This is an optimization exercise on Yosys and OpenROAD, whose aim is small area, a short achievable clock period and few clock cycles per item, not a production implementation.
Only simulation tests tie the RTL to the original design; equivalence was not proved.

--- config.mk ---
export PLATFORM = sky130hd
export DESIGN_NAME = pipelined_floating_point_multiplier
export DESIGN_NICKNAME = pipelined_floating_point_multiplier
export VERILOG_FILES = /design/flow/design.v
export SDC_FILE = /design/flow/constraint.sdc
export NUM_CORES = 4
export LEC_CHECK = 0
export CAP_MARGIN = 20
export CORE_MARGIN = 2
export CORE_UTILIZATION = 40
export SETUP_SLACK_MARGIN = 4.95
export SLEW_MARGIN = 20
export SYNTH_HIERARCHICAL = 1
--- constraint.sdc ---
create_clock -name core_clock -period 9.0 [get_ports {clk}]
set_input_delay 1.8000 -clock core_clock [delete_from_list [all_inputs] [get_ports {clk}]]
set_output_delay 1.8000 -clock core_clock [all_outputs]
set_load 0.01 [all_outputs]
--- design.v ---
module pipelined_floating_point_multiplier #(
  parameter int unsigned EXPONENT_WIDTH   = 8,
  parameter int unsigned MANTISSA_WIDTH   = 23,
  parameter int unsigned ROUND_TO_NEAREST = 1
) (
  input  logic        clk,
  input  logic        rst,
  input  logic        in_valid,
  output logic        in_ready,
  input  logic [31:0] a,
  input  logic [31:0] b,
  output logic        out_valid,
  input  logic        out_ready,
  output logic [31:0] out,
  output logic        underflow_flag,
  output logic        overflow_flag,
  output logic        invalid_operation_flag
);
  logic en;
  logic r2_v;
  fpm_rdy u_rdy_port (.v(r2_v), .ordy(out_ready), .rdy(in_ready));
  fpm_rdy u_rdy_en   (.v(r2_v), .ordy(out_ready), .rdy(en));
  logic        a_s, b_s;
  logic [7:0]  a_e, b_e;
  logic [22:0] a_m, b_m;
  assign {a_s, a_e, a_m} = a;
  assign {b_s, b_e, b_m} = b;
  logic a_e1, b_e1, a_ez, b_ez;
  assign a_e1 = &a_e;
  assign b_e1 = &b_e;
  assign a_ez = ~|a_e;
  assign b_ez = ~|b_e;
  logic [25:0] yy;
  logic [11:0] c_bone, c_btwo, c_bneg;
  assign yy = {1'b1, b_m, 1'b0};
  always_comb begin
    for (int k = 0; k < 12; k++) begin
      c_bone[k] = yy[2*k+1] ^ yy[2*k];
      c_btwo[k] = (yy[2*k+2] & ~yy[2*k+1] & ~yy[2*k]) | (~yy[2*k+2] & yy[2*k+1] & yy[2*k]);
      c_bneg[k] = yy[2*k+2];
    end
  end
  logic        r0_v;
  logic        r0_s;
  logic        r0_a_e1, r0_a_ez, r0_b_e1, r0_b_ez;
  logic [8:0]  r0_es;
  logic [22:0] r0_ma;
  logic [11:0] r0_bone, r0_btwo, r0_bneg;
  always_ff @(posedge clk or posedge rst) begin
    if (rst)     r0_v <= 1'b0;
    else if (en) r0_v <= in_valid;
  end
  always_ff @(posedge clk) begin
    if (en) begin
      r0_s    <= a_s ^ b_s;
      r0_a_e1 <= a_e1;
      r0_a_ez <= a_ez;
      r0_b_e1 <= b_e1;
      r0_b_ez <= b_ez;
      r0_es   <= {1'b0, a_e} + {1'b0, b_e};
      r0_ma   <= a_m;
      r0_bone <= c_bone;
      r0_btwo <= c_btwo;
      r0_bneg <= c_bneg;
    end
  end
  logic [47:15] ps, pc;
  logic         pcin;
  fpm_sigmul u_mul (.x(r0_ma), .bone(r0_bone), .btwo(r0_btwo), .bneg(r0_bneg),
                    .s(ps), .c(pc), .cin(pcin));
  logic [22:0] ym;
  always_comb begin
    for (int k = 0; k < 12; k++) begin
      if (2*k+1 <= 22) ym[2*k+1] = r0_bneg[k];
      ym[2*k] = r0_bone[k] ^ ((k == 0) ? 1'b0 : r0_bneg[(k == 0) ? 0 : k-1]);
    end
  end
  logic [23:0] za, zb;
  logic        z22, z23;
  always_comb begin
    for (int i = 0; i < 24; i++) begin
      za[i] = ~|({1'b0, r0_ma} & ((24'd1 << i) - 24'd1));
      zb[i] = ~|({1'b0, ym} & ((24'd1 << i) - 24'd1));
    end
    z22 = 1'b0;
    z23 = 1'b0;
    for (int i = 0; i <= 22; i++) z22 = z22 | (za[i] & zb[22-i]);
    for (int i = 0; i <= 23; i++) z23 = z23 | (za[i] & zb[23-i]);
  end
  logic a_nan, b_nan, a_inf, b_inf;
  logic c_nan, c_inf, c_zero, c_inv;
  logic a_mz, b_mz;
  always_comb begin
    a_mz   = ~|r0_ma;
    b_mz   = ~|ym;
    a_nan  = r0_a_e1 && !a_mz;
    b_nan  = r0_b_e1 && !b_mz;
    a_inf  = r0_a_e1 && a_mz;
    b_inf  = r0_b_e1 && b_mz;
    c_nan  = 1'b0;
    c_inf  = 1'b0;
    c_zero = 1'b0;
    c_inv  = 1'b0;
    if (a_nan || b_nan) begin
      c_nan = 1'b1;
      c_inv = (a_nan && !r0_ma[22]) || (b_nan && !ym[22]);
    end else if ((a_inf && r0_b_ez) || (r0_a_ez && b_inf)) begin
      c_nan = 1'b1;
      c_inv = 1'b1;
    end else if (a_inf || b_inf) begin
      c_inf = 1'b1;
    end else if (r0_a_ez || r0_b_ez) begin
      c_zero = 1'b1;
    end
  end
  logic        r1_s, r1_nan, r1_inf, r1_zero, r1_inv;
  logic [8:0]  r1_es;
  logic [47:15] r1_ps, r1_pc;
  logic         r1_cin;
  logic        r1_st0, r1_st1;
  logic        r1_v;
  always_ff @(posedge clk or posedge rst) begin
    if (rst)     r1_v <= 1'b0;
    else if (en) r1_v <= r0_v;
  end
  always_ff @(posedge clk) begin
    if (en) begin
      r1_s    <= r0_s;
      r1_nan  <= c_nan;
      r1_inf  <= c_inf;
      r1_zero <= c_zero;
      r1_inv  <= c_inv;
      r1_es   <= r0_es;
      r1_ps   <= ps;
      r1_pc   <= pc;
      r1_cin  <= pcin;
      r1_st0  <= !z22;              
      r1_st1  <= !z23;              
    end
  end
  logic [47:15] r1_p;
  assign r1_p = r1_ps + r1_pc + 33'(r1_cin);
  logic        hi;
  logic [22:0] man_h, man_l;
  logic        rnd_h, rnd_l;
  logic [23:0] mr_h, mr_l;
  logic [22:0] man_r;
  logic        cy;
  logic        uf, of;
  logic [7:0]  e_p1, e_p2, e_out;
  logic [7:0]  e_0;
  logic        uf0, uf1, of0, of1, m0, m1;
  always_comb begin
    e_0 = r1_es[7:0] + 8'd129;       
    uf0 = r1_es < 9'd128;            
    uf1 = r1_es < 9'd127;            
    of0 = r1_es >= 9'd382;           
    of1 = r1_es >= 9'd381;           
    m0  = r1_es == 9'd381;           
    m1  = r1_es == 9'd380;           
  end
  always_comb begin
    hi    = r1_p[47];
    man_h = r1_p[46:24];
    man_l = r1_p[45:23];
    rnd_h = r1_p[23] && (r1_st1 || man_h[0]);
    rnd_l = r1_p[22] && (r1_st0 || man_l[0]);
    mr_h  = {1'b0, man_h} + 24'(rnd_h);
    mr_l  = {1'b0, man_l} + 24'(rnd_l);
    man_r = hi ? mr_h[22:0] : mr_l[22:0];
    cy    = hi ? mr_h[23] : mr_l[23];
    uf    = hi ? uf1 : uf0;
    of    = hi ? (of1 || (m1 && mr_h[23])) : (of0 || (m0 && mr_l[23]));
    e_p1  = r1_es[7:0] + 8'd130;
    e_p2  = r1_es[7:0] + 8'd131;
    e_out = (hi && cy) ? e_p2 : (hi || cy) ? e_p1 : e_0;
  end
  logic [31:0] o_d;
  logic        uf_d, of_d, inv_d;
  always_comb begin
    o_d   = {r1_s, e_out, man_r};
    uf_d  = 1'b0;
    of_d  = 1'b0;
    inv_d = 1'b0;
    if (r1_nan) begin
      o_d   = 32'hFFC00000;
      inv_d = r1_inv;
    end else if (r1_inf) begin
      o_d = {r1_s, 8'hFF, 23'd0};
    end else if (r1_zero) begin
      o_d = {r1_s, 31'd0};
    end else if (uf) begin
      o_d  = {r1_s, 31'd0};
      uf_d = 1'b1;
    end else if (of) begin
      o_d  = {r1_s, 8'hFF, 23'd0};
      of_d = 1'b1;
    end
  end
  logic [31:0] r2_o;
  logic        r2_uf, r2_of, r2_inv;
  always_ff @(posedge clk or posedge rst) begin
    if (rst)     r2_v <= 1'b0;
    else if (en) r2_v <= r1_v;
  end
  always_ff @(posedge clk) begin
    if (en) begin
      r2_o   <= o_d;
      r2_uf  <= uf_d;
      r2_of  <= of_d;
      r2_inv <= inv_d;
    end
  end
  assign out                    = r2_o;
  assign underflow_flag         = r2_uf;
  assign overflow_flag          = r2_of;
  assign invalid_operation_flag = r2_inv;
  assign out_valid = r2_v;
endmodule
module fpm_rdy (
  input  logic v,
  input  logic ordy,
  output logic rdy
);
  assign rdy = !(v && !ordy);
endmodule
module fpm_sigmul (
  input  logic [22:0] x,
  input  logic [11:0] bone, btwo, bneg,
  output logic [47:15] s, c,
  output logic cin
);
  logic [23:0] xx;
  assign xx = {1'b1, x};
  logic [24:0] pp0;
  logic [24:0] pp1;
  logic [24:0] pp2;
  logic [24:0] pp3;
  logic [24:0] pp4;
  logic [24:0] pp5;
  logic [24:0] pp6;
  logic [24:0] pp7;
  logic [24:0] pp8;
  logic [24:0] pp9;
  logic [24:0] pp10;
  logic [24:0] pp11;
  always_comb begin
    pp0 = ({1'b0, xx} & {25{bone[0]}} | {xx, 1'b0} & {25{btwo[0]}}) ^ {25{bneg[0]}};
    pp1 = ({1'b0, xx} & {25{bone[1]}} | {xx, 1'b0} & {25{btwo[1]}}) ^ {25{bneg[1]}};
    pp2 = ({1'b0, xx} & {25{bone[2]}} | {xx, 1'b0} & {25{btwo[2]}}) ^ {25{bneg[2]}};
    pp3 = ({1'b0, xx} & {25{bone[3]}} | {xx, 1'b0} & {25{btwo[3]}}) ^ {25{bneg[3]}};
    pp4 = ({1'b0, xx} & {25{bone[4]}} | {xx, 1'b0} & {25{btwo[4]}}) ^ {25{bneg[4]}};
    pp5 = ({1'b0, xx} & {25{bone[5]}} | {xx, 1'b0} & {25{btwo[5]}}) ^ {25{bneg[5]}};
    pp6 = ({1'b0, xx} & {25{bone[6]}} | {xx, 1'b0} & {25{btwo[6]}}) ^ {25{bneg[6]}};
    pp7 = ({1'b0, xx} & {25{bone[7]}} | {xx, 1'b0} & {25{btwo[7]}}) ^ {25{bneg[7]}};
    pp8 = ({1'b0, xx} & {25{bone[8]}} | {xx, 1'b0} & {25{btwo[8]}}) ^ {25{bneg[8]}};
    pp9 = ({1'b0, xx} & {25{bone[9]}} | {xx, 1'b0} & {25{btwo[9]}}) ^ {25{bneg[9]}};
    pp10 = ({1'b0, xx} & {25{bone[10]}} | {xx, 1'b0} & {25{btwo[10]}}) ^ {25{bneg[10]}};
    pp11 = ({1'b0, xx} & {25{bone[11]}} | {xx, 1'b0} & {25{btwo[11]}}) ^ {25{bneg[11]}};
  end
  wire s1, c2;
  fpm_ha u_s1 (.a(bneg[8]), .b(pp0[16]), .s(s1), .c(c2));
  wire s3, c4;
  fpm_ha u_s3 (.a(pp0[17]), .b(pp1[15]), .s(s3), .c(c4));
  wire s5, c6;
  fpm_fa u_s5 (.a(bneg[9]), .b(pp0[18]), .ci(pp1[16]), .s(s5), .co(c6));
  wire s7, c8;
  fpm_ha u_s7 (.a(pp2[14]), .b(pp3[12]), .s(s7), .c(c8));
  wire s9, c10;
  fpm_fa u_s9 (.a(pp0[19]), .b(pp1[17]), .ci(pp2[15]), .s(s9), .co(c10));
  wire s11, c12;
  fpm_ha u_s11 (.a(pp3[13]), .b(pp4[11]), .s(s11), .c(c12));
  wire s13, c14;
  fpm_fa u_s13 (.a(bneg[10]), .b(pp0[20]), .ci(pp1[18]), .s(s13), .co(c14));
  wire s15, c16;
  fpm_fa u_s15 (.a(pp2[16]), .b(pp3[14]), .ci(pp4[12]), .s(s15), .co(c16));
  wire s17, c18;
  fpm_ha u_s17 (.a(pp5[10]), .b(pp6[8]), .s(s17), .c(c18));
  wire s19, c20;
  fpm_fa u_s19 (.a(pp0[21]), .b(pp1[19]), .ci(pp2[17]), .s(s19), .co(c20));
  wire s21, c22;
  fpm_fa u_s21 (.a(pp3[15]), .b(pp4[13]), .ci(pp5[11]), .s(s21), .co(c22));
  wire s23, c24;
  fpm_ha u_s23 (.a(pp6[9]), .b(pp7[7]), .s(s23), .c(c24));
  wire s25, c26;
  fpm_fa u_s25 (.a(bneg[11]), .b(pp0[22]), .ci(pp1[20]), .s(s25), .co(c26));
  wire s27, c28;
  fpm_fa u_s27 (.a(pp2[18]), .b(pp3[16]), .ci(pp4[14]), .s(s27), .co(c28));
  wire s29, c30;
  fpm_fa u_s29 (.a(pp5[12]), .b(pp6[10]), .ci(pp7[8]), .s(s29), .co(c30));
  wire s31, c32;
  fpm_ha u_s31 (.a(pp8[6]), .b(pp9[4]), .s(s31), .c(c32));
  wire s33, c34;
  fpm_fa u_s33 (.a(pp0[23]), .b(pp1[21]), .ci(pp2[19]), .s(s33), .co(c34));
  wire s35, c36;
  fpm_fa u_s35 (.a(pp3[17]), .b(pp4[15]), .ci(pp5[13]), .s(s35), .co(c36));
  wire s37, c38;
  fpm_fa u_s37 (.a(pp6[11]), .b(pp7[9]), .ci(pp8[7]), .s(s37), .co(c38));
  wire s39, c40;
  fpm_ha u_s39 (.a(pp9[5]), .b(pp10[3]), .s(s39), .c(c40));
  wire s41, c42;
  fpm_fa u_s41 (.a(x[0]), .b(pp0[24]), .ci(pp1[22]), .s(s41), .co(c42));
  wire s43, c44;
  fpm_fa u_s43 (.a(pp2[20]), .b(pp3[18]), .ci(pp4[16]), .s(s43), .co(c44));
  wire s45, c46;
  fpm_fa u_s45 (.a(pp5[14]), .b(pp6[12]), .ci(pp7[10]), .s(s45), .co(c46));
  wire s47, c48;
  fpm_fa u_s47 (.a(pp8[8]), .b(pp9[6]), .ci(pp10[4]), .s(s47), .co(c48));
  wire s49, c50;
  fpm_fa u_s49 (.a(x[1]), .b(bneg[0]), .ci(pp1[23]), .s(s49), .co(c50));
  wire s51, c52;
  fpm_fa u_s51 (.a(pp2[21]), .b(pp3[19]), .ci(pp4[17]), .s(s51), .co(c52));
  wire s53, c54;
  fpm_fa u_s53 (.a(pp5[15]), .b(pp6[13]), .ci(pp7[11]), .s(s53), .co(c54));
  wire s55, c56;
  fpm_fa u_s55 (.a(pp8[9]), .b(pp9[7]), .ci(pp10[5]), .s(s55), .co(c56));
  wire s57, c58;
  fpm_fa u_s57 (.a(x[2]), .b(bneg[0]), .ci(pp1[24]), .s(s57), .co(c58));
  wire s59, c60;
  fpm_fa u_s59 (.a(pp2[22]), .b(pp3[20]), .ci(pp4[18]), .s(s59), .co(c60));
  wire s61, c62;
  fpm_fa u_s61 (.a(pp5[16]), .b(pp6[14]), .ci(pp7[12]), .s(s61), .co(c62));
  wire s63, c64;
  fpm_fa u_s63 (.a(pp8[10]), .b(pp9[8]), .ci(pp10[6]), .s(s63), .co(c64));
  wire s65, c66;
  fpm_fa u_s65 (.a(x[3]), .b(~bneg[1]), .ci(~bneg[0]), .s(s65), .co(c66));
  wire s67, c68;
  fpm_fa u_s67 (.a(pp2[23]), .b(pp3[21]), .ci(pp4[19]), .s(s67), .co(c68));
  wire s69, c70;
  fpm_fa u_s69 (.a(pp5[17]), .b(pp6[15]), .ci(pp7[13]), .s(s69), .co(c70));
  wire s71, c72;
  fpm_fa u_s71 (.a(pp8[11]), .b(pp9[9]), .ci(pp10[7]), .s(s71), .co(c72));
  wire s73, c74;
  fpm_fa u_s73 (.a(x[4]), .b(1'b1), .ci(pp2[24]), .s(s73), .co(c74));
  wire s75, c76;
  fpm_fa u_s75 (.a(pp3[22]), .b(pp4[20]), .ci(pp5[18]), .s(s75), .co(c76));
  wire s77, c78;
  fpm_fa u_s77 (.a(pp6[16]), .b(pp7[14]), .ci(pp8[12]), .s(s77), .co(c78));
  wire s79, c80;
  fpm_ha u_s79 (.a(pp9[10]), .b(pp10[8]), .s(s79), .c(c80));
  wire s81, c82;
  fpm_fa u_s81 (.a(x[5]), .b(~bneg[2]), .ci(pp3[23]), .s(s81), .co(c82));
  wire s83, c84;
  fpm_fa u_s83 (.a(pp4[21]), .b(pp5[19]), .ci(pp6[17]), .s(s83), .co(c84));
  wire s85, c86;
  fpm_fa u_s85 (.a(pp7[15]), .b(pp8[13]), .ci(pp9[11]), .s(s85), .co(c86));
  wire s87, c88;
  fpm_fa u_s87 (.a(x[6]), .b(1'b1), .ci(pp3[24]), .s(s87), .co(c88));
  wire s89, c90;
  fpm_fa u_s89 (.a(pp4[22]), .b(pp5[20]), .ci(pp6[18]), .s(s89), .co(c90));
  wire s91, c92;
  fpm_ha u_s91 (.a(pp7[16]), .b(pp8[14]), .s(s91), .c(c92));
  wire s93, c94;
  fpm_fa u_s93 (.a(x[7]), .b(~bneg[3]), .ci(pp4[23]), .s(s93), .co(c94));
  wire s95, c96;
  fpm_fa u_s95 (.a(pp5[21]), .b(pp6[19]), .ci(pp7[17]), .s(s95), .co(c96));
  wire s97, c98;
  fpm_fa u_s97 (.a(x[8]), .b(1'b1), .ci(pp4[24]), .s(s97), .co(c98));
  wire s99, c100;
  fpm_ha u_s99 (.a(pp5[22]), .b(pp6[20]), .s(s99), .c(c100));
  wire s101, c102;
  fpm_fa u_s101 (.a(x[9]), .b(~bneg[4]), .ci(pp5[23]), .s(s101), .co(c102));
  wire s103, c104;
  fpm_ha u_s103 (.a(x[10]), .b(1'b1), .s(s103), .c(c104));
  wire s105, c106;
  fpm_ha u_s105 (.a(bneg[5]), .b(pp0[10]), .s(s105), .c(c106));
  wire s107, c108;
  fpm_ha u_s107 (.a(pp0[11]), .b(pp1[9]), .s(s107), .c(c108));
  wire s109, c110;
  fpm_fa u_s109 (.a(bneg[6]), .b(pp0[12]), .ci(pp1[10]), .s(s109), .co(c110));
  wire s111, c112;
  fpm_ha u_s111 (.a(pp2[8]), .b(pp3[6]), .s(s111), .c(c112));
  wire s113, c114;
  fpm_fa u_s113 (.a(pp0[13]), .b(pp1[11]), .ci(pp2[9]), .s(s113), .co(c114));
  wire s115, c116;
  fpm_ha u_s115 (.a(pp3[7]), .b(pp4[5]), .s(s115), .c(c116));
  wire s117, c118;
  fpm_fa u_s117 (.a(bneg[7]), .b(pp0[14]), .ci(pp1[12]), .s(s117), .co(c118));
  wire s119, c120;
  fpm_fa u_s119 (.a(pp2[10]), .b(pp3[8]), .ci(pp4[6]), .s(s119), .co(c120));
  wire s121, c122;
  fpm_ha u_s121 (.a(pp5[4]), .b(pp6[2]), .s(s121), .c(c122));
  wire s123, c124;
  fpm_fa u_s123 (.a(pp0[15]), .b(pp1[13]), .ci(pp2[11]), .s(s123), .co(c124));
  wire s125, c126;
  fpm_fa u_s125 (.a(pp3[9]), .b(pp4[7]), .ci(pp5[5]), .s(s125), .co(c126));
  wire s127, c128;
  fpm_ha u_s127 (.a(pp6[3]), .b(pp7[1]), .s(s127), .c(c128));
  wire s129, c130;
  fpm_fa u_s129 (.a(pp1[14]), .b(pp2[12]), .ci(pp3[10]), .s(s129), .co(c130));
  wire s131, c132;
  fpm_fa u_s131 (.a(pp4[8]), .b(pp5[6]), .ci(pp6[4]), .s(s131), .co(c132));
  wire s133, c134;
  fpm_fa u_s133 (.a(pp7[2]), .b(pp8[0]), .ci(s1), .s(s133), .co(c134));
  wire s135, c136;
  fpm_fa u_s135 (.a(pp2[13]), .b(pp3[11]), .ci(pp4[9]), .s(s135), .co(c136));
  wire s137, c138;
  fpm_fa u_s137 (.a(pp5[7]), .b(pp6[5]), .ci(pp7[3]), .s(s137), .co(c138));
  wire s139, c140;
  fpm_fa u_s139 (.a(pp8[1]), .b(c2), .ci(s3), .s(s139), .co(c140));
  wire s141, c142;
  fpm_fa u_s141 (.a(pp4[10]), .b(pp5[8]), .ci(pp6[6]), .s(s141), .co(c142));
  wire s143, c144;
  fpm_fa u_s143 (.a(pp7[4]), .b(pp8[2]), .ci(pp9[0]), .s(s143), .co(c144));
  wire s145, c146;
  fpm_fa u_s145 (.a(c4), .b(s7), .ci(s5), .s(s145), .co(c146));
  wire s147, c148;
  fpm_fa u_s147 (.a(pp5[9]), .b(pp6[7]), .ci(pp7[5]), .s(s147), .co(c148));
  wire s149, c150;
  fpm_fa u_s149 (.a(pp8[3]), .b(pp9[1]), .ci(c8), .s(s149), .co(c150));
  wire s151, c152;
  fpm_fa u_s151 (.a(s11), .b(c6), .ci(s9), .s(s151), .co(c152));
  wire s153, c154;
  fpm_fa u_s153 (.a(pp7[6]), .b(pp8[4]), .ci(pp9[2]), .s(s153), .co(c154));
  wire s155, c156;
  fpm_fa u_s155 (.a(pp10[0]), .b(c12), .ci(s17), .s(s155), .co(c156));
  wire s157, c158;
  fpm_fa u_s157 (.a(c10), .b(s13), .ci(s15), .s(s157), .co(c158));
  wire s159, c160;
  fpm_fa u_s159 (.a(pp8[5]), .b(pp9[3]), .ci(pp10[1]), .s(s159), .co(c160));
  wire s161, c162;
  fpm_fa u_s161 (.a(c18), .b(s23), .ci(c14), .s(s161), .co(c162));
  wire s163, c164;
  fpm_fa u_s163 (.a(c16), .b(s19), .ci(s21), .s(s163), .co(c164));
  wire s165, c166;
  fpm_fa u_s165 (.a(pp10[2]), .b(pp11[0]), .ci(c24), .s(s165), .co(c166));
  wire s167, c168;
  fpm_fa u_s167 (.a(s31), .b(c20), .ci(c22), .s(s167), .co(c168));
  wire s169, c170;
  fpm_fa u_s169 (.a(s25), .b(s27), .ci(s29), .s(s169), .co(c170));
  wire s171, c172;
  fpm_fa u_s171 (.a(pp11[1]), .b(c32), .ci(s39), .s(s171), .co(c172));
  wire s173, c174;
  fpm_fa u_s173 (.a(c26), .b(c28), .ci(c30), .s(s173), .co(c174));
  wire s175, c176;
  fpm_fa u_s175 (.a(s33), .b(s35), .ci(s37), .s(s175), .co(c176));
  wire s177, c178;
  fpm_fa u_s177 (.a(pp11[2]), .b(c40), .ci(c34), .s(s177), .co(c178));
  wire s179, c180;
  fpm_fa u_s179 (.a(c36), .b(c38), .ci(s41), .s(s179), .co(c180));
  wire s181, c182;
  fpm_fa u_s181 (.a(s43), .b(s45), .ci(s47), .s(s181), .co(c182));
  wire s183, c184;
  fpm_fa u_s183 (.a(pp11[3]), .b(s49), .ci(c42), .s(s183), .co(c184));
  wire s185, c186;
  fpm_fa u_s185 (.a(c44), .b(c46), .ci(c48), .s(s185), .co(c186));
  wire s187, c188;
  fpm_fa u_s187 (.a(s51), .b(s53), .ci(s55), .s(s187), .co(c188));
  wire s189, c190;
  fpm_fa u_s189 (.a(pp11[4]), .b(s57), .ci(c50), .s(s189), .co(c190));
  wire s191, c192;
  fpm_fa u_s191 (.a(c52), .b(c54), .ci(c56), .s(s191), .co(c192));
  wire s193, c194;
  fpm_fa u_s193 (.a(s59), .b(s61), .ci(s63), .s(s193), .co(c194));
  wire s195, c196;
  fpm_fa u_s195 (.a(pp11[5]), .b(s65), .ci(c58), .s(s195), .co(c196));
  wire s197, c198;
  fpm_fa u_s197 (.a(c60), .b(c62), .ci(c64), .s(s197), .co(c198));
  wire s199, c200;
  fpm_fa u_s199 (.a(s67), .b(s69), .ci(s71), .s(s199), .co(c200));
  wire s201, c202;
  fpm_fa u_s201 (.a(pp11[6]), .b(c66), .ci(s79), .s(s201), .co(c202));
  wire s203, c204;
  fpm_fa u_s203 (.a(s73), .b(c68), .ci(c70), .s(s203), .co(c204));
  wire s205, c206;
  fpm_fa u_s205 (.a(c72), .b(s75), .ci(s77), .s(s205), .co(c206));
  wire s207, c208;
  fpm_fa u_s207 (.a(pp10[9]), .b(pp11[7]), .ci(c80), .s(s207), .co(c208));
  wire s209, c210;
  fpm_fa u_s209 (.a(s81), .b(c74), .ci(c76), .s(s209), .co(c210));
  wire s211, c212;
  fpm_fa u_s211 (.a(c78), .b(s83), .ci(s85), .s(s211), .co(c212));
  wire s213, c214;
  fpm_fa u_s213 (.a(pp9[12]), .b(pp10[10]), .ci(pp11[8]), .s(s213), .co(c214));
  wire s215, c216;
  fpm_fa u_s215 (.a(s91), .b(s87), .ci(c82), .s(s215), .co(c216));
  wire s217, c218;
  fpm_fa u_s217 (.a(c84), .b(c86), .ci(s89), .s(s217), .co(c218));
  wire s219, c220;
  fpm_fa u_s219 (.a(pp8[15]), .b(pp9[13]), .ci(pp10[11]), .s(s219), .co(c220));
  wire s221, c222;
  fpm_fa u_s221 (.a(pp11[9]), .b(c92), .ci(s93), .s(s221), .co(c222));
  wire s223, c224;
  fpm_fa u_s223 (.a(c88), .b(c90), .ci(s95), .s(s223), .co(c224));
  wire s225, c226;
  fpm_fa u_s225 (.a(pp7[18]), .b(pp8[16]), .ci(pp9[14]), .s(s225), .co(c226));
  wire s227, c228;
  fpm_fa u_s227 (.a(pp10[12]), .b(pp11[10]), .ci(s99), .s(s227), .co(c228));
  wire s229, c230;
  fpm_fa u_s229 (.a(s97), .b(c94), .ci(c96), .s(s229), .co(c230));
  wire s231, c232;
  fpm_fa u_s231 (.a(pp6[21]), .b(pp7[19]), .ci(pp8[17]), .s(s231), .co(c232));
  wire s233, c234;
  fpm_fa u_s233 (.a(pp9[15]), .b(pp10[13]), .ci(pp11[11]), .s(s233), .co(c234));
  wire s235, c236;
  fpm_fa u_s235 (.a(c100), .b(s101), .ci(c98), .s(s235), .co(c236));
  wire s237, c238;
  fpm_fa u_s237 (.a(s103), .b(pp5[24]), .ci(pp6[22]), .s(s237), .co(c238));
  wire s239, c240;
  fpm_fa u_s239 (.a(pp7[20]), .b(pp8[18]), .ci(pp9[16]), .s(s239), .co(c240));
  wire s241, c242;
  fpm_fa u_s241 (.a(pp10[14]), .b(pp11[12]), .ci(c102), .s(s241), .co(c242));
  wire s243, c244;
  fpm_fa u_s243 (.a(x[11]), .b(c104), .ci(~bneg[5]), .s(s243), .co(c244));
  wire s245, c246;
  fpm_fa u_s245 (.a(pp6[23]), .b(pp7[21]), .ci(pp8[19]), .s(s245), .co(c246));
  wire s247, c248;
  fpm_fa u_s247 (.a(pp9[17]), .b(pp10[15]), .ci(pp11[13]), .s(s247), .co(c248));
  wire s249, c250;
  fpm_fa u_s249 (.a(x[12]), .b(1'b1), .ci(pp6[24]), .s(s249), .co(c250));
  wire s251, c252;
  fpm_fa u_s251 (.a(pp7[22]), .b(pp8[20]), .ci(pp9[18]), .s(s251), .co(c252));
  wire s253, c254;
  fpm_ha u_s253 (.a(pp10[16]), .b(pp11[14]), .s(s253), .c(c254));
  wire s255, c256;
  fpm_fa u_s255 (.a(x[13]), .b(~bneg[6]), .ci(pp7[23]), .s(s255), .co(c256));
  wire s257, c258;
  fpm_fa u_s257 (.a(pp8[21]), .b(pp9[19]), .ci(pp10[17]), .s(s257), .co(c258));
  wire s259, c260;
  fpm_fa u_s259 (.a(x[14]), .b(1'b1), .ci(pp7[24]), .s(s259), .co(c260));
  wire s261, c262;
  fpm_ha u_s261 (.a(pp8[22]), .b(pp9[20]), .s(s261), .c(c262));
  wire s263, c264;
  fpm_fa u_s263 (.a(x[15]), .b(~bneg[7]), .ci(pp8[23]), .s(s263), .co(c264));
  wire s265, c266;
  fpm_ha u_s265 (.a(x[16]), .b(1'b1), .s(s265), .c(c266));
  wire s267, c268;
  fpm_ha u_s267 (.a(bneg[3]), .b(pp0[6]), .s(s267), .c(c268));
  wire s269, c270;
  fpm_ha u_s269 (.a(pp0[7]), .b(pp1[5]), .s(s269), .c(c270));
  wire s271, c272;
  fpm_fa u_s271 (.a(bneg[4]), .b(pp0[8]), .ci(pp1[6]), .s(s271), .co(c272));
  wire s273, c274;
  fpm_ha u_s273 (.a(pp2[4]), .b(pp3[2]), .s(s273), .c(c274));
  wire s275, c276;
  fpm_fa u_s275 (.a(pp0[9]), .b(pp1[7]), .ci(pp2[5]), .s(s275), .co(c276));
  wire s277, c278;
  fpm_ha u_s277 (.a(pp3[3]), .b(pp4[1]), .s(s277), .c(c278));
  wire s279, c280;
  fpm_fa u_s279 (.a(pp1[8]), .b(pp2[6]), .ci(pp3[4]), .s(s279), .co(c280));
  wire s281, c282;
  fpm_fa u_s281 (.a(pp4[2]), .b(pp5[0]), .ci(s105), .s(s281), .co(c282));
  wire s283, c284;
  fpm_fa u_s283 (.a(pp2[7]), .b(pp3[5]), .ci(pp4[3]), .s(s283), .co(c284));
  wire s285, c286;
  fpm_fa u_s285 (.a(pp5[1]), .b(c106), .ci(s107), .s(s285), .co(c286));
  wire s287, c288;
  fpm_fa u_s287 (.a(pp4[4]), .b(pp5[2]), .ci(pp6[0]), .s(s287), .co(c288));
  wire s289, c290;
  fpm_fa u_s289 (.a(c108), .b(s111), .ci(s109), .s(s289), .co(c290));
  wire s291, c292;
  fpm_fa u_s291 (.a(pp5[3]), .b(pp6[1]), .ci(c112), .s(s291), .co(c292));
  wire s293, c294;
  fpm_fa u_s293 (.a(s115), .b(c110), .ci(s113), .s(s293), .co(c294));
  wire s295, c296;
  fpm_fa u_s295 (.a(pp7[0]), .b(c116), .ci(s121), .s(s295), .co(c296));
  wire s297, c298;
  fpm_fa u_s297 (.a(c114), .b(s117), .ci(s119), .s(s297), .co(c298));
  wire s299, c300;
  fpm_fa u_s299 (.a(c122), .b(s127), .ci(c118), .s(s299), .co(c300));
  wire s301, c302;
  fpm_fa u_s301 (.a(c120), .b(s123), .ci(s125), .s(s301), .co(c302));
  wire s303, c304;
  fpm_fa u_s303 (.a(c128), .b(c124), .ci(c126), .s(s303), .co(c304));
  wire s305, c306;
  fpm_fa u_s305 (.a(s129), .b(s131), .ci(s133), .s(s305), .co(c306));
  wire s307, c308;
  fpm_fa u_s307 (.a(c130), .b(c132), .ci(s135), .s(s307), .co(c308));
  wire s309, c310;
  fpm_fa u_s309 (.a(s137), .b(c134), .ci(s139), .s(s309), .co(c310));
  wire s311, c312;
  fpm_fa u_s311 (.a(c136), .b(c138), .ci(s141), .s(s311), .co(c312));
  wire s313, c314;
  fpm_fa u_s313 (.a(s143), .b(c140), .ci(s145), .s(s313), .co(c314));
  wire s315, c316;
  fpm_fa u_s315 (.a(c142), .b(c144), .ci(s147), .s(s315), .co(c316));
  wire s317, c318;
  fpm_fa u_s317 (.a(s149), .b(c146), .ci(s151), .s(s317), .co(c318));
  wire s319, c320;
  fpm_fa u_s319 (.a(c148), .b(s153), .ci(c150), .s(s319), .co(c320));
  wire s321, c322;
  fpm_fa u_s321 (.a(s155), .b(c152), .ci(s157), .s(s321), .co(c322));
  wire s323, c324;
  fpm_fa u_s323 (.a(c154), .b(s159), .ci(c156), .s(s323), .co(c324));
  wire s325, c326;
  fpm_fa u_s325 (.a(s161), .b(c158), .ci(s163), .s(s325), .co(c326));
  wire s327, c328;
  fpm_fa u_s327 (.a(c160), .b(s165), .ci(c162), .s(s327), .co(c328));
  wire s329, c330;
  fpm_fa u_s329 (.a(c164), .b(s167), .ci(s169), .s(s329), .co(c330));
  wire s331, c332;
  fpm_fa u_s331 (.a(c166), .b(s171), .ci(c168), .s(s331), .co(c332));
  wire s333, c334;
  fpm_fa u_s333 (.a(c170), .b(s173), .ci(s175), .s(s333), .co(c334));
  wire s335, c336;
  fpm_fa u_s335 (.a(c172), .b(s177), .ci(c174), .s(s335), .co(c336));
  wire s337, c338;
  fpm_fa u_s337 (.a(c176), .b(s179), .ci(s181), .s(s337), .co(c338));
  wire s339, c340;
  fpm_fa u_s339 (.a(c178), .b(s183), .ci(c180), .s(s339), .co(c340));
  wire s341, c342;
  fpm_fa u_s341 (.a(c182), .b(s185), .ci(s187), .s(s341), .co(c342));
  wire s343, c344;
  fpm_fa u_s343 (.a(c184), .b(c186), .ci(s189), .s(s343), .co(c344));
  wire s345, c346;
  fpm_fa u_s345 (.a(c188), .b(s191), .ci(s193), .s(s345), .co(c346));
  wire s347, c348;
  fpm_fa u_s347 (.a(s195), .b(c190), .ci(c192), .s(s347), .co(c348));
  wire s349, c350;
  fpm_fa u_s349 (.a(c194), .b(s197), .ci(s199), .s(s349), .co(c350));
  wire s351, c352;
  fpm_fa u_s351 (.a(s201), .b(c196), .ci(c198), .s(s351), .co(c352));
  wire s353, c354;
  fpm_fa u_s353 (.a(c200), .b(s203), .ci(s205), .s(s353), .co(c354));
  wire s355, c356;
  fpm_fa u_s355 (.a(s207), .b(c202), .ci(c204), .s(s355), .co(c356));
  wire s357, c358;
  fpm_fa u_s357 (.a(c206), .b(s209), .ci(s211), .s(s357), .co(c358));
  wire s359, c360;
  fpm_fa u_s359 (.a(s213), .b(c208), .ci(c210), .s(s359), .co(c360));
  wire s361, c362;
  fpm_fa u_s361 (.a(s215), .b(c212), .ci(s217), .s(s361), .co(c362));
  wire s363, c364;
  fpm_fa u_s363 (.a(c214), .b(s219), .ci(s221), .s(s363), .co(c364));
  wire s365, c366;
  fpm_fa u_s365 (.a(c216), .b(c218), .ci(s223), .s(s365), .co(c366));
  wire s367, c368;
  fpm_fa u_s367 (.a(c220), .b(s225), .ci(s227), .s(s367), .co(c368));
  wire s369, c370;
  fpm_fa u_s369 (.a(c222), .b(c224), .ci(s229), .s(s369), .co(c370));
  wire s371, c372;
  fpm_fa u_s371 (.a(c226), .b(s231), .ci(s233), .s(s371), .co(c372));
  wire s373, c374;
  fpm_fa u_s373 (.a(c228), .b(c230), .ci(s235), .s(s373), .co(c374));
  wire s375, c376;
  fpm_fa u_s375 (.a(c232), .b(c234), .ci(s237), .s(s375), .co(c376));
  wire s377, c378;
  fpm_fa u_s377 (.a(s239), .b(s241), .ci(c236), .s(s377), .co(c378));
  wire s379, c380;
  fpm_fa u_s379 (.a(s243), .b(c238), .ci(c240), .s(s379), .co(c380));
  wire s381, c382;
  fpm_fa u_s381 (.a(s245), .b(s247), .ci(c242), .s(s381), .co(c382));
  wire s383, c384;
  fpm_fa u_s383 (.a(c244), .b(s253), .ci(s249), .s(s383), .co(c384));
  wire s385, c386;
  fpm_fa u_s385 (.a(c246), .b(c248), .ci(s251), .s(s385), .co(c386));
  wire s387, c388;
  fpm_fa u_s387 (.a(pp11[15]), .b(c254), .ci(s255), .s(s387), .co(c388));
  wire s389, c390;
  fpm_fa u_s389 (.a(c250), .b(c252), .ci(s257), .s(s389), .co(c390));
  wire s391, c392;
  fpm_fa u_s391 (.a(pp10[18]), .b(pp11[16]), .ci(s261), .s(s391), .co(c392));
  wire s393, c394;
  fpm_fa u_s393 (.a(s259), .b(c256), .ci(c258), .s(s393), .co(c394));
  wire s395, c396;
  fpm_fa u_s395 (.a(pp9[21]), .b(pp10[19]), .ci(pp11[17]), .s(s395), .co(c396));
  wire s397, c398;
  fpm_fa u_s397 (.a(c262), .b(s263), .ci(c260), .s(s397), .co(c398));
  wire s399, c400;
  fpm_fa u_s399 (.a(s265), .b(pp8[24]), .ci(pp9[22]), .s(s399), .co(c400));
  wire s401, c402;
  fpm_fa u_s401 (.a(pp10[20]), .b(pp11[18]), .ci(c264), .s(s401), .co(c402));
  wire s403, c404;
  fpm_fa u_s403 (.a(x[17]), .b(c266), .ci(~bneg[8]), .s(s403), .co(c404));
  wire s405, c406;
  fpm_fa u_s405 (.a(pp9[23]), .b(pp10[21]), .ci(pp11[19]), .s(s405), .co(c406));
  wire s407, c408;
  fpm_fa u_s407 (.a(x[18]), .b(1'b1), .ci(pp9[24]), .s(s407), .co(c408));
  wire s409, c410;
  fpm_ha u_s409 (.a(pp10[22]), .b(pp11[20]), .s(s409), .c(c410));
  wire s411, c412;
  fpm_fa u_s411 (.a(x[19]), .b(~bneg[9]), .ci(pp10[23]), .s(s411), .co(c412));
  wire s413, c414;
  fpm_ha u_s413 (.a(x[20]), .b(1'b1), .s(s413), .c(c414));
  wire s415, c416;
  fpm_ha u_s415 (.a(bneg[2]), .b(pp0[4]), .s(s415), .c(c416));
  wire s417, c418;
  fpm_ha u_s417 (.a(pp0[5]), .b(pp1[3]), .s(s417), .c(c418));
  wire s419, c420;
  fpm_fa u_s419 (.a(pp1[4]), .b(pp2[2]), .ci(pp3[0]), .s(s419), .co(c420));
  wire s421, c422;
  fpm_fa u_s421 (.a(pp2[3]), .b(pp3[1]), .ci(c268), .s(s421), .co(c422));
  wire s423, c424;
  fpm_fa u_s423 (.a(pp4[0]), .b(c270), .ci(s273), .s(s423), .co(c424));
  wire s425, c426;
  fpm_fa u_s425 (.a(c274), .b(s277), .ci(c272), .s(s425), .co(c426));
  wire s427, c428;
  fpm_fa u_s427 (.a(c278), .b(c276), .ci(s279), .s(s427), .co(c428));
  wire s429, c430;
  fpm_fa u_s429 (.a(c280), .b(s283), .ci(c282), .s(s429), .co(c430));
  wire s431, c432;
  fpm_fa u_s431 (.a(c284), .b(s287), .ci(c286), .s(s431), .co(c432));
  wire s433, c434;
  fpm_fa u_s433 (.a(c288), .b(s291), .ci(c290), .s(s433), .co(c434));
  wire s435, c436;
  fpm_fa u_s435 (.a(c292), .b(s295), .ci(c294), .s(s435), .co(c436));
  wire s437, c438;
  fpm_fa u_s437 (.a(c296), .b(s299), .ci(c298), .s(s437), .co(c438));
  wire s439, c440;
  fpm_fa u_s439 (.a(c300), .b(c302), .ci(s303), .s(s439), .co(c440));
  wire s441, c442;
  fpm_fa u_s441 (.a(c304), .b(s307), .ci(c306), .s(s441), .co(c442));
  wire s443, c444;
  fpm_fa u_s443 (.a(c308), .b(s311), .ci(c310), .s(s443), .co(c444));
  wire s445, c446;
  fpm_fa u_s445 (.a(c312), .b(s315), .ci(c314), .s(s445), .co(c446));
  wire s447, c448;
  fpm_fa u_s447 (.a(c316), .b(s319), .ci(c318), .s(s447), .co(c448));
  wire s449, c450;
  fpm_fa u_s449 (.a(s323), .b(c320), .ci(c322), .s(s449), .co(c450));
  wire s451, c452;
  fpm_fa u_s451 (.a(c324), .b(s327), .ci(c326), .s(s451), .co(c452));
  wire s453, c454;
  fpm_fa u_s453 (.a(c328), .b(s331), .ci(c330), .s(s453), .co(c454));
  wire s455, c456;
  fpm_fa u_s455 (.a(c332), .b(s335), .ci(c334), .s(s455), .co(c456));
  wire s457, c458;
  fpm_fa u_s457 (.a(c336), .b(s339), .ci(c338), .s(s457), .co(c458));
  wire s459, c460;
  fpm_fa u_s459 (.a(c340), .b(s343), .ci(c342), .s(s459), .co(c460));
  wire s461, c462;
  fpm_fa u_s461 (.a(c344), .b(s347), .ci(c346), .s(s461), .co(c462));
  wire s463, c464;
  fpm_fa u_s463 (.a(c348), .b(s351), .ci(c350), .s(s463), .co(c464));
  wire s465, c466;
  fpm_fa u_s465 (.a(s355), .b(c352), .ci(c354), .s(s465), .co(c466));
  wire s467, c468;
  fpm_fa u_s467 (.a(s359), .b(c356), .ci(c358), .s(s467), .co(c468));
  wire s469, c470;
  fpm_fa u_s469 (.a(s363), .b(c360), .ci(c362), .s(s469), .co(c470));
  wire s471, c472;
  fpm_fa u_s471 (.a(s367), .b(c364), .ci(c366), .s(s471), .co(c472));
  wire s473, c474;
  fpm_fa u_s473 (.a(s371), .b(c368), .ci(c370), .s(s473), .co(c474));
  wire s475, c476;
  fpm_fa u_s475 (.a(c372), .b(s375), .ci(c374), .s(s475), .co(c476));
  wire s477, c478;
  fpm_fa u_s477 (.a(c376), .b(s379), .ci(s381), .s(s477), .co(c478));
  wire s479, c480;
  fpm_fa u_s479 (.a(s383), .b(c380), .ci(s385), .s(s479), .co(c480));
  wire s481, c482;
  fpm_fa u_s481 (.a(s387), .b(c384), .ci(c386), .s(s481), .co(c482));
  wire s483, c484;
  fpm_fa u_s483 (.a(s391), .b(c388), .ci(c390), .s(s483), .co(c484));
  wire s485, c486;
  fpm_fa u_s485 (.a(s395), .b(c392), .ci(c394), .s(s485), .co(c486));
  wire s487, c488;
  fpm_fa u_s487 (.a(c396), .b(s399), .ci(s401), .s(s487), .co(c488));
  wire s489, c490;
  fpm_fa u_s489 (.a(s403), .b(c400), .ci(s405), .s(s489), .co(c490));
  wire s491, c492;
  fpm_fa u_s491 (.a(c404), .b(s409), .ci(s407), .s(s491), .co(c492));
  wire s493, c494;
  fpm_fa u_s493 (.a(pp11[21]), .b(c410), .ci(s411), .s(s493), .co(c494));
  wire s495, c496;
  fpm_fa u_s495 (.a(s413), .b(pp10[24]), .ci(pp11[22]), .s(s495), .co(c496));
  wire s497, c498;
  fpm_fa u_s497 (.a(x[21]), .b(c414), .ci(~bneg[10]), .s(s497), .co(c498));
  wire s499, c500;
  fpm_ha u_s499 (.a(x[22]), .b(1'b1), .s(s499), .c(c500));
  wire s501, c502;
  fpm_ha u_s501 (.a(bneg[1]), .b(pp0[2]), .s(s501), .c(c502));
  wire s503, c504;
  fpm_ha u_s503 (.a(pp0[3]), .b(pp1[1]), .s(s503), .c(c504));
  wire s505, c506;
  fpm_fa u_s505 (.a(pp1[2]), .b(pp2[0]), .ci(s415), .s(s505), .co(c506));
  wire s507, c508;
  fpm_fa u_s507 (.a(pp2[1]), .b(c416), .ci(s417), .s(s507), .co(c508));
  wire s509, c510;
  fpm_fa u_s509 (.a(c418), .b(s267), .ci(s419), .s(s509), .co(c510));
  wire s511, c512;
  fpm_fa u_s511 (.a(s269), .b(c420), .ci(s421), .s(s511), .co(c512));
  wire s513, c514;
  fpm_fa u_s513 (.a(s271), .b(c422), .ci(s423), .s(s513), .co(c514));
  wire s515, c516;
  fpm_fa u_s515 (.a(s275), .b(c424), .ci(s425), .s(s515), .co(c516));
  wire s517, c518;
  fpm_fa u_s517 (.a(s281), .b(c426), .ci(s427), .s(s517), .co(c518));
  wire s519, c520;
  fpm_fa u_s519 (.a(s285), .b(c428), .ci(s429), .s(s519), .co(c520));
  wire s521, c522;
  fpm_fa u_s521 (.a(s289), .b(s431), .ci(c430), .s(s521), .co(c522));
  wire s523, c524;
  fpm_fa u_s523 (.a(s293), .b(c432), .ci(s433), .s(s523), .co(c524));
  wire s525, c526;
  fpm_fa u_s525 (.a(s297), .b(s435), .ci(c434), .s(s525), .co(c526));
  wire s527, c528;
  fpm_fa u_s527 (.a(s301), .b(s437), .ci(c436), .s(s527), .co(c528));
  wire s529, c530;
  fpm_fa u_s529 (.a(s305), .b(c438), .ci(s439), .s(s529), .co(c530));
  wire s531, c532;
  fpm_fa u_s531 (.a(s309), .b(c440), .ci(s441), .s(s531), .co(c532));
  wire s533, c534;
  fpm_fa u_s533 (.a(s313), .b(c442), .ci(s443), .s(s533), .co(c534));
  wire s535, c536;
  fpm_fa u_s535 (.a(s317), .b(c444), .ci(s445), .s(s535), .co(c536));
  wire s537, c538;
  fpm_fa u_s537 (.a(s321), .b(c446), .ci(s447), .s(s537), .co(c538));
  wire s539, c540;
  fpm_fa u_s539 (.a(s325), .b(c448), .ci(s449), .s(s539), .co(c540));
  wire s541, c542;
  fpm_fa u_s541 (.a(s329), .b(s451), .ci(c450), .s(s541), .co(c542));
  wire s543, c544;
  fpm_fa u_s543 (.a(s333), .b(s453), .ci(c452), .s(s543), .co(c544));
  wire s545, c546;
  fpm_fa u_s545 (.a(s337), .b(s455), .ci(c454), .s(s545), .co(c546));
  wire s547, c548;
  fpm_fa u_s547 (.a(s341), .b(c456), .ci(s457), .s(s547), .co(c548));
  wire s549, c550;
  fpm_fa u_s549 (.a(s345), .b(c458), .ci(s459), .s(s549), .co(c550));
  wire s551, c552;
  fpm_fa u_s551 (.a(s349), .b(c460), .ci(s461), .s(s551), .co(c552));
  wire s553, c554;
  fpm_fa u_s553 (.a(s353), .b(c462), .ci(s463), .s(s553), .co(c554));
  wire s555, c556;
  fpm_fa u_s555 (.a(s357), .b(s465), .ci(c464), .s(s555), .co(c556));
  wire s557, c558;
  fpm_fa u_s557 (.a(s361), .b(s467), .ci(c466), .s(s557), .co(c558));
  wire s559, c560;
  fpm_fa u_s559 (.a(s365), .b(s469), .ci(c468), .s(s559), .co(c560));
  wire s561, c562;
  fpm_fa u_s561 (.a(s369), .b(s471), .ci(c470), .s(s561), .co(c562));
  wire s563, c564;
  fpm_fa u_s563 (.a(s373), .b(s473), .ci(c472), .s(s563), .co(c564));
  wire s565, c566;
  fpm_fa u_s565 (.a(s377), .b(s475), .ci(c474), .s(s565), .co(c566));
  wire s567, c568;
  fpm_fa u_s567 (.a(c378), .b(s477), .ci(c476), .s(s567), .co(c568));
  wire s569, c570;
  fpm_fa u_s569 (.a(c382), .b(s479), .ci(c478), .s(s569), .co(c570));
  wire s571, c572;
  fpm_fa u_s571 (.a(s389), .b(s481), .ci(c480), .s(s571), .co(c572));
  wire s573, c574;
  fpm_fa u_s573 (.a(s393), .b(s483), .ci(c482), .s(s573), .co(c574));
  wire s575, c576;
  fpm_fa u_s575 (.a(s397), .b(s485), .ci(c484), .s(s575), .co(c576));
  wire s577, c578;
  fpm_fa u_s577 (.a(c398), .b(s487), .ci(c486), .s(s577), .co(c578));
  wire s579, c580;
  fpm_fa u_s579 (.a(c402), .b(s489), .ci(c488), .s(s579), .co(c580));
  wire s581, c582;
  fpm_fa u_s581 (.a(c406), .b(s491), .ci(c490), .s(s581), .co(c582));
  wire s583, c584;
  fpm_fa u_s583 (.a(c408), .b(s493), .ci(c492), .s(s583), .co(c584));
  wire s585, c586;
  fpm_fa u_s585 (.a(c412), .b(s495), .ci(c494), .s(s585), .co(c586));
  wire s587, c588;
  fpm_fa u_s587 (.a(pp11[23]), .b(s497), .ci(c496), .s(s587), .co(c588));
  wire s589, c590;
  fpm_fa u_s589 (.a(s499), .b(pp11[24]), .ci(c498), .s(s589), .co(c590));
  wire s591, c592;
  fpm_fa u_s591 (.a(1'b1), .b(c500), .ci(~bneg[11]), .s(s591), .co(c592));
  logic [47:0] r0, r1;
  logic [15:0] lsum;
  assign r0 = {c590, c588, c586, c584, c582, c580, c578, c576, c574, c572, c570, c568, c566, c564, c562, c560, c558, c556, c554, c552, c550, c548, c546, c544, c542, c540, c538, c536, c534, c532, c530, c528, c526, c524, c522, c520, c518, c516, c514, c512, c510, c508, c506, c504, c502, s501, pp0[1], bneg[0]};
  assign r1 = {s591, s589, s587, s585, s583, s581, s579, s577, s575, s573, s571, s569, s567, s565, s563, s561, s559, s557, s555, s553, s551, s549, s547, s545, s543, s541, s539, s537, s535, s533, s531, s529, s527, s525, s523, s521, s519, s517, s515, s513, s511, s509, s507, s505, s503, pp1[0], 1'b0, pp0[0]};
  assign lsum = {1'b0, r0[14:0]} + {1'b0, r1[14:0]};
  assign cin = lsum[15];
  assign s = r0[47:15];
  assign c = r1[47:15];
endmodule
module fpm_fa (
  input  logic a, b, ci,
  output logic s, co
);
  assign s  = a ^ b ^ ci;
  assign co = (a & b) | (a & ci) | (b & ci);
endmodule
module fpm_ha (
  input  logic a, b,
  output logic s, c
);
  assign s = a ^ b;
  assign c = a & b;
endmodule
--- flow/run.sh ---
#!/bin/bash
# Standard layout, with the port buffers as buf_2 cells instead of the
# default choice. Each tool's output goes to a log file in this folder.
set -e

export BUFFER_PORTS_ARGS="-buffer_cell sky130_fd_sc_hd__buf_2"
bash standard.sh > standard.log 2>&1
--- standard.sh ---
#!/bin/bash
# synth_recipe.tcl (not shown) runs the flow's synth.tcl, then flattens the netlist and writes it again
# the make line also repeats each setting of config.mk as NAME=value (left out here)
make -C /OpenROAD-flow-scripts/flow DESIGN_CONFIG=/design/flow/config.mk WORK_HOME=/design/flow/orfs CLKGATE_MAP_FILE= SYNTH_SCRIPT=/design/flow/synth_recipe.tcl "${@:-finish}"
==> flow_summary.toml, run 1 <==
[clock_tree]
cts_tree = "done"
cts.hold.buffers_added = 0
cts.sinks = 193
numCtsBuffers = 17
clock_latency_ns = 0.52
clockBufferDepth = 2
clkTransAtPathRegs_ns = 0.09
cts_root_buf = "clkbuf_16"
htree_levels = 4

[status]
outcome = "complete, no violations"

[setup_path]
crit_buf_inv = 2
cp-start-kind = "input pin"
crit_arrival_ns = 2.17
r2r_cells = 17
rr_startpoint = "r1_ps[20]"
crit_path_max_fanout = 2
worstSetupStartpoint = "out_ready"
crit_path_max_incr_delay_ns = 0.14
crit_slowest_cell = "buf_2"
cp_top_family = "buffers and inverters"
crit_path_frequent_cell = "buf_2"
crit_type = "in -> out"
r2r_slack_ns = 5.03
critPathRequiredTime_ns = 7.20
crit_path_cell_trace = "buf_2 > nand2b_1 > buf_2"
worstSetupEndpointType = "primary output"
cp.depth = 3
crit_path_end = "in_ready"
rr_endpoint = "r2_o[6]"

[timing]
relSlewSlack_pct = 19.6
tns_ns = 0
final-setup-viol-count = 0
skew_ns = 0.0209
slew_violations = 0
layout_min_cycle_time_ns = 3.97
finalHoldViolations = 0
rsz0062_at_grt = "true"
setup_slack_ns = 5.03
period_share_pct = 44.1
max_slew.worst_pin.slew_ns = 1.21
clock.fmax_ghz = 0.252

[logic_synthesis]
synth_area_per_cell_um2 = 10.9
dominantRegCellSynth = "edfxtp_1"
ys_types = 105
syn_area_um2 = 23100
yosysSeqAreaShare_pct = 25.0
synthArstFlopShare_pct = 1.55
ys_warn_count = 8
postSynthCellCount = 2115
ys_ff_latch = 193
synth_edf_count = 190

[floorplan]
core_area_um2 = 57400
io_pins = 105
die_x_um = 244
die_h_um = 244
start_util_pct = 40.3
die_area_um2 = 59700
rows = 88

[layout]
final_area_um2 = 25300
drive_above_1_share_pct = 17.0
area_delta_synth_final_pct = 9.28
nets = 2550
num_antenna_cells = 0

[worst_hold_path]
hold_path_class = "reg -> reg"

[routing]
routed_wl_um = 68400
detail-route-antenna-nets = 0
drt-met1-wl_um = 29300
drc_errors = 0
drt-pass1-iter-count = 6
via_per_inst = 6.02
wl_met2_um = 31300
drt_iter0_markers = 1655
vias = 17452
maxUsedRoutingLayer = "met4"
wl_per_cell_um = 23.6
wl_met3_um = 5860

[grt]
grt_overflow_total = 0
grt_first_pass_wirelength_um = 105000
track_usage_pct = 23.0
grt_pass1_vias = 17834
grt_antenna_before_repair = 0
grt_max_degree = 134

[place]
hpwlAfterDp_um = 43800
post-place-ws_ns = 4.30
placed_area_um2 = 23800
portBuffers = 104
place_congestion = 0.900

[run]
max_cap_violations = 0
## cell usage in the layout, fill, tap and decap left out, types with 10 or more instances in the layout
cell type,instances
buf_4,73
a22oi_1,265
o21ai_0,49
nand3_1,21
buf_6,10
clkbuf_16,17
ha_1,86
nor3_1,35
xnor2_1,321
xor2_1,37
a211oi_2,18
nand4_1,22
a21o_1,10
nor2_1,80
edfxtp_1,190
buf_2,104
o21a_1,14
conb_1,13
fa_1,265
nand2b_1,13
or3_1,10
nand2_1,87
a21oi_1,76
and3_1,10
inv_1,39
nand3b_1,11
## metal layers
metal  vias up  GRT usage (%)
met2       906           35.8
met4         0           8.41
met1      8787           31.1
met3       155           5.66
li1       7604              -
met5         -              0
## state kept, by name (all words and copies together) (netlist names), 9 cells and up
| name | flops |
|---|---|
| r0_ma | 23 |
| r1_pc | 33 |
| r0_btwo | 12 |
| r2_o | 32 |
| r0_es | 9 |
| r1_es | 9 |
| r0_bneg | 11 |
| r1_ps | 33 |
| r0_bone | 12 |
## worst min-delay path by stage
stage	startpoint	end	depth (start not counted)
after floorplan	r0_es[0]	r1_es[0]	0
after global placement	r0_s	r1_s	0
after detailed placement	r0_s	r1_s	0
after CTS	r0_s	r1_s	0
after global routing	r0_es[8]	r1_es[8]	0
final	r0_es[5]	r1_es[5]	0
## modules after synthesis, one instance, submodules excluded
module	cells inside	flops+latches	area, um2	times used
fpm_sigmul	831	0	6190	1
fpm_rdy	1	0	6.26	2
pipelined_floating_point_multiplier	986	193	11200	1
fpm_ha	1	0	12.5	32
fpm_fa	1	0	20.0	264
## cell families after synthesis
family | share of synthesized area, %
AOI/OAI and AO/OA | 17.3
and+or+nand+nor | 8.87
xor gates and xnor gates | 14.1
adders and majority gates | 28.1
buffers and inverters | 6.31
DFF | 25.0
muxes | 0.336
other | 0.0325
## synthesized netlist by cell type (4+ instances only)
| library cell | count | area share (%) |
|---|---|---|
| or4_1 | 9 | 0.29 |
| o21a_1 | 14 | 0.45 |
| inv_1 | 39 | 0.63 |
| edfxtp_1 | 190 | 25 |
| a22oi_1 | 267 | 8.7 |
| mux2_2 | 6 | 0.29 |
| nand2_1 | 89 | 1.4 |
| a31oi_1 | 5 | 0.14 |
| o211a_1 | 7 | 0.30 |
| o2111ai_1 | 6 | 0.23 |
| fa_1 | 265 | 23 |
| buf_2 | 121 | 2.6 |
| nor4_1 | 6 | 0.16 |
| a211oi_1 | 24 | 0.78 |
| nand3_1 | 21 | 0.45 |
| xnor2_1 | 325 | 12 |
| a211oi_2 | 5 | 0.27 |
| a31o_2 | 4 | 0.15 |
| nand4b_1 | 4 | 0.15 |
| buf_4 | 83 | 2.7 |
| nor2_1 | 84 | 1.4 |
| and2_1 | 9 | 0.24 |
| nor3_1 | 37 | 0.80 |
| clkbuf_1 | 9 | 0.15 |
| o21ai_1 | 8 | 0.17 |
| o21ai_0 | 50 | 1.1 |
| or3_1 | 10 | 0.27 |
| xor2_1 | 39 | 1.5 |
| nor2b_1 | 6 | 0.16 |
| nand3b_1 | 11 | 0.36 |
| nand2b_1 | 14 | 0.38 |
| or2_2 | 4 | 0.11 |
| and3_1 | 12 | 0.32 |
| o31ai_1 | 5 | 0.16 |
| nor3b_1 | 4 | 0.13 |
| o22ai_1 | 5 | 0.14 |
| o21bai_1 | 7 | 0.23 |
| a21oi_1 | 83 | 1.8 |
| o211ai_1 | 9 | 0.29 |
| ha_1 | 95 | 5.1 |
| nand4_1 | 22 | 0.60 |
| a21o_1 | 10 | 0.32 |
## area by class of cell
class / instances / area (um2)
fill: 5363 / 32100
multi-input combinational: 1679 / 16400
sequential: 193 / 5780
timing repair buffer: 192 / 1270
tap: 765 / 957
clock buffer: 17 / 425
clock inverter: 15 / 241
inverter: 39 / 146
## worst register-to-register path: stages (launching register included)
cell,delay (ns)
edfxtp_1,0.42
ha_4,0.27
a211oi_2,0.25
o211ai_1,0.20
a31o_2,0.31
a21oi_2,0.16
xnor2_2,0.13
nor2_1,0.06
nor2_1,0.12
ha_2,0.19
and3_4,0.18
nand4_1,0.11
buf_6,0.18
nor4_4,0.22
nand4b_1,0.27
a22o_4,0.41
nand2_8,0.16
a211oi_1,0.06
## per-stage QoR
stage | instances | hold WS (ns) | utilization [%]
detailed placement | 2834 | 0.408 | 41.5
finish | 2900 | 0.428 | 44.0
global placement | 2834 | 0.402 | 41.5
global route | 2900 | 0.443 | 44.0
CTS | 2878 | 0.430 | 43.1
floorplan | 2126 | 0.400 | -
## repair_timing
item / 4_1_cts / 5_1_grt
pin swaps: 12 / 27
setup buffers: 11 / 19
gates resized for setup: 30 / 71
gates cloned: 1 / 2
endpoints found under the setup margin: 41 / 34
Testbench counts, summed over its fixed seeds: cycles 12,024, items 12,000.
==> run 2, diff against run 1 <==
--- a/config.mk
+++ b/config.mk
@@ -9,5 +9,5 @@
 export CORE_MARGIN = 2
 export CORE_UTILIZATION = 40
-export SETUP_SLACK_MARGIN = 4.95
+export SETUP_SLACK_MARGIN = 5.0
 export SLEW_MARGIN = 20
 export SYNTH_HIERARCHICAL = 1
==> flow_summary.toml, run 2 <==
[setup_path]
cp-start-kind = "flop"
crit_buf_inv = 3
cp_top_family = "compound AO/OA/AOI/OAI gates"
worstSetupEndpointType = "flop"
crit_path_max_fanout = 6
crit_path_max_incr_delay_ns = 0.43
crit_path_frequent_cell = "buf_4"
crit_path_cell_trace = "ha_4 > a211oi_4 > o211ai_1 > a31o_2 > buf_4 > buf_4 > xnor2_1 > nor2_1 > ha_2 > and3_4 > nand4_1 > buf_6 > nor4_4 > nand4b_1 > a22o_4 > nand2_8 > a311oi_1"
crit_type = "reg -> reg"
crit_slowest_cell = "a22o_4"
crit_arrival_ns = 4.24
critPathRequiredTime_ns = 9.23

[timing]
relSlewSlack_pct = 44.4
slew_violations = 0
max_slew.worst_pin.slew_ns = 0.834
period_share_pct = 44.5
final-setup-viol-count = 0
skew_ns = 0.0207
tns_ns = 0
layout_min_cycle_time_ns = 4.01
clock.fmax_ghz = 0.249
rsz0062_at_grt = "true"
setup_slack_ns = 4.99
finalHoldViolations = 0

[place]
post-place-ws_ns = 4.30
hpwlAfterDp_um = 43800
place_congestion = 0.900
portBuffers = 104

[floorplan]
die_x_um = 244
core_area_um2 = 57400
die_area_um2 = 59700
io_pins = 105
die_h_um = 244
start_util_pct = 40.3
rows = 88

[clock_tree]
cts_root_buf = "clkbuf_16"
clkTransAtPathRegs_ns = 0.09
cts_tree = "done"
clock_latency_ns = 0.52
htree_levels = 4
clockBufferDepth = 2
numCtsBuffers = 17
cts.hold.buffers_added = 0
cts.sinks = 193

[routing]
vias = 17461
detail-route-antenna-nets = 0
via_per_inst = 6.01
drt_iter0_markers = 1628
drt-pass1-iter-count = 6
wl_per_cell_um = 23.5
drc_errors = 0
routed_wl_um = 68400

[layout]
fillers = 5338
nets = 2554
mostFrequentLayoutCells = "xnor2_1, fa_1, a22oi_1"
final_common_cell = "xnor2_1"
drive_above_1_share_pct = 17.3
area_delta_synth_final_pct = 9.87
reg.largest.list = "r1_pc (33), r1_ps (33), r2_o (32)"
num_antenna_cells = 0

[logic_synthesis]
postSynthCellCount = 2115
synthArstFlopShare_pct = 1.55
dominantRegCellSynth = "edfxtp_1"
synth_area_per_cell_um2 = 10.9
synth_top_area_cell = "edfxtp_1"
synth_commonest_cells = "xnor2_1, a22oi_1, fa_1"
yosys-top-cells-area = "edfxtp_1, fa_1, xnor2_1, a22oi_1, ha_1"
syn_area_um2 = 23100
synth_most_common_cell = "xnor2_1"
synth_top_cell_area_share_pct = 24.7
ys_types = 105
synth_edf_count = 190
yosysSeqAreaShare_pct = 25.0
ys_ff_latch = 193
ys_warn_count = 8

[run]
max_cap_violations = 0

[grt]
grt_overflow_total = 0
grt_antenna_before_repair = 0
track_usage_pct = 23.1
grt_first_pass_wirelength_um = 106000
grt_pass1_vias = 17937
grt_max_degree = 134

[status]
outcome = "complete, no violations"

[worst_hold_path]
hold_path_class = "reg -> reg"
run 2: final timing paths:
kind                            slack [ns]       end       from  cells after the start
worst max-delay path                  4.99  r2_o[11]  r1_pc[15]                     17
worst min-delay path                  0.43  r1_es[5]   r0_es[5]                      0
worst max register to register        4.99  r2_o[11]  r1_pc[15]                     17
worst min register to register        0.43  r1_es[5]   r0_es[5]                      0
max in group asynchronous             7.73      r1_v        rst                      2
min in group asynchronous             1.14      r0_v        rst                      2
run 2: kinds of logic after synthesis:
logic type,share of synthesized area (%)
compound gates,17.3
simple gates,8.87
xor+xnor,14.1
fa+ha+maj,28.1
buf+inv,6.31
flops,25.0
mux,0.336
other cells,0.0325
run 2: Yosys stat by module, one instance, submodules excluded:
module	copies in the design	area, um2	flip-flops and latches	cells inside
fpm_fa	264	20.0	0	1
fpm_rdy	2	6.26	0	1
fpm_ha	32	12.5	0	1
fpm_sigmul	1	6190	0	831
pipelined_floating_point_multiplier	1	11200	193	986
run 2: final cells by class:
type | instances | area [um2] | area share [%]
clock buffer | 17 | 425 | 1.68
clock inverter | 15 | 241 | 0.951
inverter | 39 | 146 | 0.576
multi-input combinational | 1679 | 16500 | 64.8
sequential | 193 | 5780 | 22.8
tap | 765 | 957 | 3.77
timing repair buffer | 196 | 1380 | 5.42
run 2: stage by stage:
step | std cells | hold slack, ns | util, % | instance area (um2)
after floorplan | 2126 | 0.400 | - | 23200
after global placement | 2834 | 0.402 | 41.5 | 23800
after detailed placement | 2834 | 0.408 | 41.5 | 23800
after CTS | 2884 | 0.430 | 43.3 | 24900
after global routing | 2904 | 0.443 | 44.3 | 25400
final | 2904 | 0.428 | 44.3 | 25400
run 2: routing by layer:
metal  global-route usage (%)  share of wire, %  vias to the layer above
met1                     31.1                43                     8779
met3                     5.75               8.8                      163
met2                     35.8                46                      908
li1                         -                 -                     7611
met4                     8.79               3.0                        0
met5                        0                 0                        -
run 2: repair_timing:
action | CTS | global route
buffers inserted | 15 | 19
cloned | 3 | 0
setup endpoints to repair | 44 | 38
hold endpoints to repair | 0 | 0
pin swaps | 27 | 32
gates resized for setup | 49 | 73
run 2: worst register-to-register path, stage by stage (launching register included):
cell	delay, ns
edfxtp_1	0.42
ha_4	0.27
a211oi_4	0.24
o211ai_1	0.21
a31o_2	0.30
buf_4	0.13
buf_4	0.12
xnor2_1	0.12
nor2_1	0.14
ha_2	0.19
and3_4	0.18
nand4_1	0.11
buf_6	0.18
nor4_4	0.23
nand4b_1	0.28
a22o_4	0.43
nand2_8	0.12
a311oi_1	0.06

[re-timing with driven ports]
No port has a modelled driver above. Below, the same layouts with a new extraction and two added sets of constraints.
Step 1 (the two cells are an assumption about what drives the block):
set clk [get_ports {clk}]
set_driving_cell -lib_cell sky130_fd_sc_hd__clkbuf_16 $clk
set_driving_cell -lib_cell sky130_fd_sc_hd__buf_2 [delete_from_list [all_inputs] $clk]
Step 2 adds t to the input delays and takes it off the output delays; t is the mean of the earliest and latest rising clock arrival at the registers after step 1. Input paths then give back, and output paths get back, about the clock's delay inside the block.
a / b / c = no drivers / after step 1 / after step 2; a / b = the first two.
run	t (ns)	setup slack, ns	clock arrival spread, ns	worst register clock-pin slew, ns	cell pins on the clock port's net
run 1	0.569	5.027 / 5.009 / 5.009	0.021 / 0.021	0.10 / 0.10	1
run 2	0.567	4.992 / 4.992 / 4.992	0.021 / 0.020	0.10 / 0.10	1
After both steps setup and hold are still met in every run listed. The setup slack of run 1, which loses most, moves by -0.018 ns with the drivers and by -0.018 ns with both steps.
